From an optimization exercise on the open Yosys and OpenROAD flow, aimed at small area, a short achievable clock period and few clock cycles; shortcuts taken in it are not production practice. The RTL was checked by simulation tests, not by an equivalence proof against the original design. Power and IR drop assume default switching activity.

==> design/flow/config.mk <==
export PLATFORM = sky130hd
export DESIGN_NAME = execute_md
export DESIGN_NICKNAME = execute_md
export VERILOG_FILES = /design/flow/design.v
export SDC_FILE = /design/flow/constraint.sdc
export NUM_CORES = 4
export LEC_CHECK = 0
export CAP_MARGIN = 20
export CORE_MARGIN = 2
export CORE_UTILIZATION = 40
export SETUP_SLACK_MARGIN = 0.5
export SLEW_MARGIN = 20
==> design/flow/constraint.sdc <==
create_clock -name core_clock -period 12.0 [get_ports {clk}]
set_input_delay 2.4000 -clock core_clock [delete_from_list [all_inputs] [get_ports {clk}]]
set_output_delay 2.4000 -clock core_clock [all_outputs]
set_load 0.01 [all_outputs]
==> design/flow/design.v <==
package execute_pkg;
    typedef enum logic [1:0] {
        MD_NONE = 2'b00,
        MD_MUL  = 2'b01,
        MD_UDIV = 2'b10,
        MD_SDIV = 2'b11
    } md_op_t;
    typedef enum logic [1:0] {
        IDLE,
        MUL,
        DIV,
        DONE
    } md_state_t;
    localparam logic [1:0] SRC_REG = 2'b00;
    localparam logic [1:0] SRC_IMM = 2'b01;
    localparam logic [3:0] ALU_AND  = 4'b0000;
    localparam logic [3:0] ALU_ORR  = 4'b0001;
    localparam logic [3:0] ALU_ADD  = 4'b0010;
    localparam logic [3:0] ALU_SUB  = 4'b0110;
    localparam logic [3:0] ALU_PASS = 4'b0111;
    localparam logic [3:0] ALU_NOR  = 4'b1100;
endpackage
module md_iter #(
    parameter int N = 64
) (
    input  logic         clk,
    input  logic         reset,
    input  logic         start,
    input  execute_pkg::md_op_t op,
    input  logic [N-1:0] a,
    input  logic [N-1:0] b,
    input  logic         flush,
    output logic         busy,
    output logic         done,
    output logic [N-1:0] result
);
    localparam int CW = $clog2(N + 1);
    execute_pkg::md_state_t     state;
    logic [CW-1:0] cnt;
    logic [N-1:0]  p, q, d;
    logic [N-1:0]  p_nx, q_nx, d_nx, a_mag, b_mag, fin;
    logic [N:0]    sh, trial;
    logic          neg, bz;
    assign busy = reset && !flush &&
                  ((state == execute_pkg::IDLE && start) || state == execute_pkg::MUL || state == execute_pkg::DIV);
    assign done = (state == execute_pkg::DONE);
    always_comb begin
        a_mag = (op == execute_pkg::MD_SDIV && a[N-1]) ? -a : a;
        b_mag = (op == execute_pkg::MD_SDIV && b[N-1]) ? -b : b;
        sh    = {p, q[N-1]};
        trial = sh - {1'b0, d};
        p_nx  = (state == execute_pkg::MUL) ? p + (d[0] ? q : '0) : (trial[N] ? sh[N-1:0] : trial[N-1:0]);
        q_nx  = (state == execute_pkg::MUL) ? q << 1 : {q[N-2:0], ~trial[N]};
        d_nx  = (state == execute_pkg::MUL) ? d >> 1 : d;
        fin   = (state == execute_pkg::MUL) ? p_nx : bz ? '0 : neg ? -q_nx : q_nx;
    end
    always_ff @(posedge clk or negedge reset) begin
        if (!reset) begin
            state  <= execute_pkg::IDLE;
            cnt    <= '0;
            p      <= '0;
            q      <= '0;
            d      <= '0;
            result <= '0;
            neg    <= 1'b0;
            bz     <= 1'b0;
        end else if (flush) begin
            state <= execute_pkg::IDLE;
        end else begin
            case (state)
                execute_pkg::IDLE: if (start) begin
                    state <= (op == execute_pkg::MD_MUL) ? execute_pkg::MUL : execute_pkg::DIV;
                    cnt   <= CW'(N);
                    p     <= '0;
                    q     <= (op == execute_pkg::MD_MUL) ? a : a_mag;
                    d     <= (op == execute_pkg::MD_MUL) ? b : b_mag;
                    neg   <= (op == execute_pkg::MD_SDIV) && (a[N-1] ^ b[N-1]);
                    bz    <= (b == '0);
                end
                execute_pkg::MUL, execute_pkg::DIV: begin
                    p   <= p_nx;
                    q   <= q_nx;
                    d   <= d_nx;
                    cnt <= cnt - 1'b1;
                    if (cnt == CW'(1)) begin
                        state  <= execute_pkg::DONE;
                        result <= fin;
                    end
                end
                execute_pkg::DONE: state <= execute_pkg::IDLE;
            endcase
        end
    end
endmodule
module execute_md #(
    parameter int N = 64
) (
    input  logic         clk,
    input  logic         reset,
    input  logic         valid_E,
    input  logic         flush_E,
    input  logic [1:0]   AluSrc,
    input  logic [3:0]   AluControl,
    input  logic [1:0]   MdOp,
    input  logic [N-1:0] PC_E,
    input  logic [N-1:0] signImm_E,
    input  logic [N-1:0] readData1_E,
    input  logic [N-1:0] readData2_E,
    input  logic [N-1:0] readData3_E,
    output logic [N-1:0] PCBranch_E,
    output logic [N-1:0] aluResult_E,
    output logic [N-1:0] writeData_E,
    output logic         zero_E,
    output logic         stall_E
);
    logic [N-1:0] src_b, alu_y, md_res;
    logic         md_busy, md_done;
    always_comb begin
        src_b = (AluSrc == execute_pkg::SRC_REG) ? readData2_E : (AluSrc == execute_pkg::SRC_IMM) ? signImm_E : readData3_E;
        case (AluControl)
            execute_pkg::ALU_AND:  alu_y = readData1_E & src_b;
            execute_pkg::ALU_ORR:  alu_y = readData1_E | src_b;
            execute_pkg::ALU_ADD:  alu_y = readData1_E + src_b;
            execute_pkg::ALU_SUB:  alu_y = readData1_E - src_b;
            execute_pkg::ALU_PASS: alu_y = src_b;
            execute_pkg::ALU_NOR:  alu_y = ~(readData1_E | src_b);
            default:  alu_y = '0;
        endcase
    end
    assign PCBranch_E  = PC_E + (signImm_E << 2);
    assign writeData_E = readData2_E;
    assign aluResult_E = md_done ? md_res : alu_y;
    assign zero_E      = (aluResult_E == '0);
    assign stall_E     = md_busy;
    md_iter #(.N(N)) u_md (
        .clk    (clk),
        .reset  (reset),
        .start  (valid_E && MdOp != execute_pkg::MD_NONE),
        .op     (execute_pkg::md_op_t'(MdOp)),
        .a      (readData1_E),
        .b      (readData2_E),
        .flush  (flush_E),
        .busy   (md_busy),
        .done   (md_done),
        .result (md_res)
    );
endmodule
==> design/flow/run.sh <==
#!/bin/bash
# synth_recipe.tcl (not shown) runs the flow's synth.tcl, then flattens the netlist and writes it again
# the make line also repeats each setting of config.mk as NAME=value (left out here)
make -C /OpenROAD-flow-scripts/flow DESIGN_CONFIG=/design/flow/config.mk WORK_HOME=/design/flow/orfs CLKGATE_MAP_FILE= SYNTH_SCRIPT=/design/flow/synth_recipe.tcl finish
==> reports/summary.txt <==
Status: finished clean
Gpl congestion: 1.098
Die H: 316.1 um
Rel. slew slack: 21.58%
Post-synth top area share: 17.15%
Root buf cell: clkbuf_16
Buffers added on ports: 521
Worst-margin pin slew: 1.164 ns
Syn_area_per_cell: 7.170 um2
Pin count of the biggest net entering global routing: 121
Clock skew: 0.01769 ns
Final worst path period need: 11.62 ns
Worst Hold Launch: u_md.d[35]
Final WL: 217,000 um
Num CTS Buffers: 29
Total GRT Usage: 41.59%
Post-synth EDFFs: 0
Chip width: 316.1 um
Antenna Nets Post-Route: 0
Final std cells w/o fill: 7,239
Share of cells above drive strength 1: 9.612%
Setup slack, reg-to-reg: 3.74 ns
Synth unique cells: 110
Reg2reg path depth: 22
Top cells by area, synth: dfrtp_1 (17%), ha_1 (8.4%), a21oi_1 (7.0%)
Hold Path Class: reg2reg
Reg-to-reg critical path startpoint: u_md.d[33]
H-tree levels: 1
Core Rows: 114
WP data required: 9.60 ns
Die area: 99,900 um2
Min-Delay Endpoint: u_md.d[35]
Hpwl dp: 177,800 um
Post-synth ARST share: 100.0%
Final setup viols: 0
Detail-routed net length per standard cell: 29.97 um
# clock sinks: 267
Area leader, netlist: dfrtp_1
Vias in the first global route: 42,390
Clock Pin Slew Worst Setup and Hold Paths: 0.07 ns
Initial antenna violation count: 40
Syn Nets: 6,031
Placed insts: 7,117
First-pass GRT wire length: 304,000 um
Drt first pass iters: 6
Syn Inst Count: 5,433
Top cells by count, synth: nand2_1 (593), a21oi_1 (542), o21ai_0 (494)
Total gr overflow: 0
Max Cap Viol: 0
Sequential-to-total area share from yosys stat: 17.15%
Highest clock rate: 0.08603 GHz
Crit path from: readData2_E[2]
Pleak: 0.02046 uW
Via Count: 45,950
Synth-to-Final Area Change: 23.57%
Count leader, synth: nand2_1
Violation count after the first detailed-route iteration: 5,318
Arrival time worst endpoint: 9.22 ns
Hold path cells: 2
Core area: 96,570 um2
Clock network latency to the later pin of the worst-skew pair: 0.59 ns
Pins over their slew limit: 0
RSZ-0062 raised after global routing: yes
Syn Std Cell Area: 38,960 um2
Worst setup SP type: input pin
Crit Path Max Fanout: 4
Nets: 6,508
CTS tree: yes
Worst r2r dst: u_md.result[56]
CTS Hold Bufs: 0
Ys flop type: dfrtp_1
Remaining DRCs: 0
Starting Density: 40.34%
WS Path Type: in2out
DR vias/cell: 6.348
CTS Buffer Depth: 3
Crit. End Element: output port
Ports: 526
Peak VDD IR: 0.0001410 V
Seq cells post-synth: 267
Final hold viol count: 0
Period utilisation layout: 96.87%
Cell Pwr Density: 161.3 nW/um2
Synth warn: 2
Final core utilization: 49.85%
## state kept, by name, summed over array words and instances (netlist names)
name and cells:
u_md.cnt 7, u_md.q 64, u_md.p 64, u_md.result 64, u_md.bz 1, u_md.d 64, u_md.state 2, u_md.neg 1
## report_power, final
group / internal (uW) / switching [uW]
clock: 598 / 413
sequential: 1240 / 579
combinational: 1900 / 3040
## metal layers
layer	track usage, %	routed length [um]
met5	0	13
met4	25.18	15870
met3	7.338	18170
met2	65.14	94950
met1	53.36	87960
## per-stage QoR
stage / setup WS (ns) / cell area, um2 / total power [uW] / TNS (ns) / hold slack [ns]
5_1_grt: 0.1683 / 48120 / 8243 / 0 / 0.5370
4_1_cts: 0.5020 / 47580 / 7623 / 0 / 0.5082
6_report: 0.3760 / 48140 / 7766 / 0 / 0.5037
3_3_place_gp: -0.7857 / 46190 / 6544 / -0.7857 / 0.4913
3_5_place_dp: -0.7714 / 46190 / 6561 / -0.7714 / 0.4930
2_1_floorplan: 1.169 / 38960 / 4689 / 0 / 0.4502
## critical path, stage by stage
cell and delay [ns]:
clkdlybuf4s50_1 0.45, mux2i_1 0.19, o21ai_1 0.14, nor4b_4 0.33, and4_4 0.28, nand3_2 0.09, or4_4 0.58, or3_4 0.35
o21ai_2 0.15, xor2_1 0.08, ha_1 0.37, buf_6 0.13, nand4_1 0.27, a2111oi_4 0.45, o31ai_4 0.18, nand3_2 0.13
xor2_1 0.07, a221o_1 0.34, nand4bb_1 0.20, or4_4 0.54, nor4_4 0.41, buf_4 0.18, nand4b_1 0.18, nor4b_4 0.44
buf_4 0.18, buf_6 0.09
## final cells by class
class                      instances  area (um2)
antenna                           33       82.58
fill                            9800       48430
multi-input combinational       4582       30230
sequential                       267        6683
clock buffer                      38       839.6
clock inverter                    13       206.4
tap                             1276        1597
timing repair buffer             848        7814
inverter                         182       685.7
## how the worst max path moves through the flow
| stage | to | slack [ns] | depth (start not counted) |
|---|---|---|---|
| 6_report | zero_E | 0.38 | 26 |
| 5_1_grt | zero_E | 0.17 | 26 |
| 4_1_cts | zero_E | 0.50 | 30 |
| 3_5_place_dp | zero_E | -0.77 | 29 |
| 3_3_place_gp | zero_E | -0.79 | 29 |
| 2_1_floorplan | zero_E | 1.17 | 25 |
## cells by family after synthesis
| kind of cell | count (synthesis) | synth area share, % |
|---|---|---|
| fa+ha+maj | 309 | 9.729 |
| simple gates | 1752 | 21.54 |
| xor+xnor | 434 | 9.758 |
| buf+inv | 584 | 6.613 |
| compound gates | 1964 | 31.65 |
| flops | 267 | 17.15 |
| mux | 123 | 3.559 |
## placed cells by master (no fill, tap or decap), types with 21 or more instances in the layout
master,n
a211oi_1,34
a21o_1,151
a21oi_1,532
a22o_1,53
a22oi_1,55
a31oi_1,83
and2_1,94
and3_1,46
buf_4,315
clkbuf_16,32
clkdlybuf4s50_1,486
dfrtp_1,266
diode_2,33
ha_1,258
inv_1,179
maj3_1,42
mux2i_1,79
nand2_1,592
nand2b_1,43
nand3_1,78
nand4_1,70
nor2_1,448
nor2b_1,31
nor3_1,98
nor4_1,39
o211ai_1,43
o21a_1,67
o21ai_0,482
o21ai_1,58
o21bai_1,51
o221ai_1,21
o22ai_1,36
o31ai_1,58
o41ai_1,31
or2_2,25
or3_1,64
xnor2_1,256
xor2_1,178
## repair_timing
item | 4_1_cts | 5_1_grt
resized for setup | 74 | 75
setup endpoints to repair | 6 | 6
cloned | 0 | 3
buffers inserted | 14 | 19
pin swaps | 20 | 32
Testbench counts, summed over its fixed seeds: cycles 105,465.

[separate check: timing with driven ports]
The results above use ideal ports. As a check the final layout listed here was re-extracted and re-timed, cells and wires unchanged.
Step 1 (the two cells are an assumption about what drives the block):
set clk [get_ports {clk}]
set_driving_cell -lib_cell sky130_fd_sc_hd__clkbuf_16 $clk
set_driving_cell -lib_cell sky130_fd_sc_hd__buf_2 [delete_from_list [all_inputs] $clk]
Step 2 times the ports against the registers' clock, not the clock port: input delays grow and output delays shrink by t, the midpoint of the rising clock arrivals with the driver on.
Three values: ideal ports, drivers, drivers and shift; two values: the first two.
shift t [ns]: 0.636
setup slack, ns: 0.376 / 0.316 / 0.316
hold slack, ns: 0.504 / 0.504 / 0.504
worst register clock-pin slew, ns: 0.07 / 0.07
cell pins on the clock port's net: 1
After both steps this run still meets setup and hold. For this run, drivers alone change the setup slack by -0.060 ns; drivers and shift together by -0.060 ns.
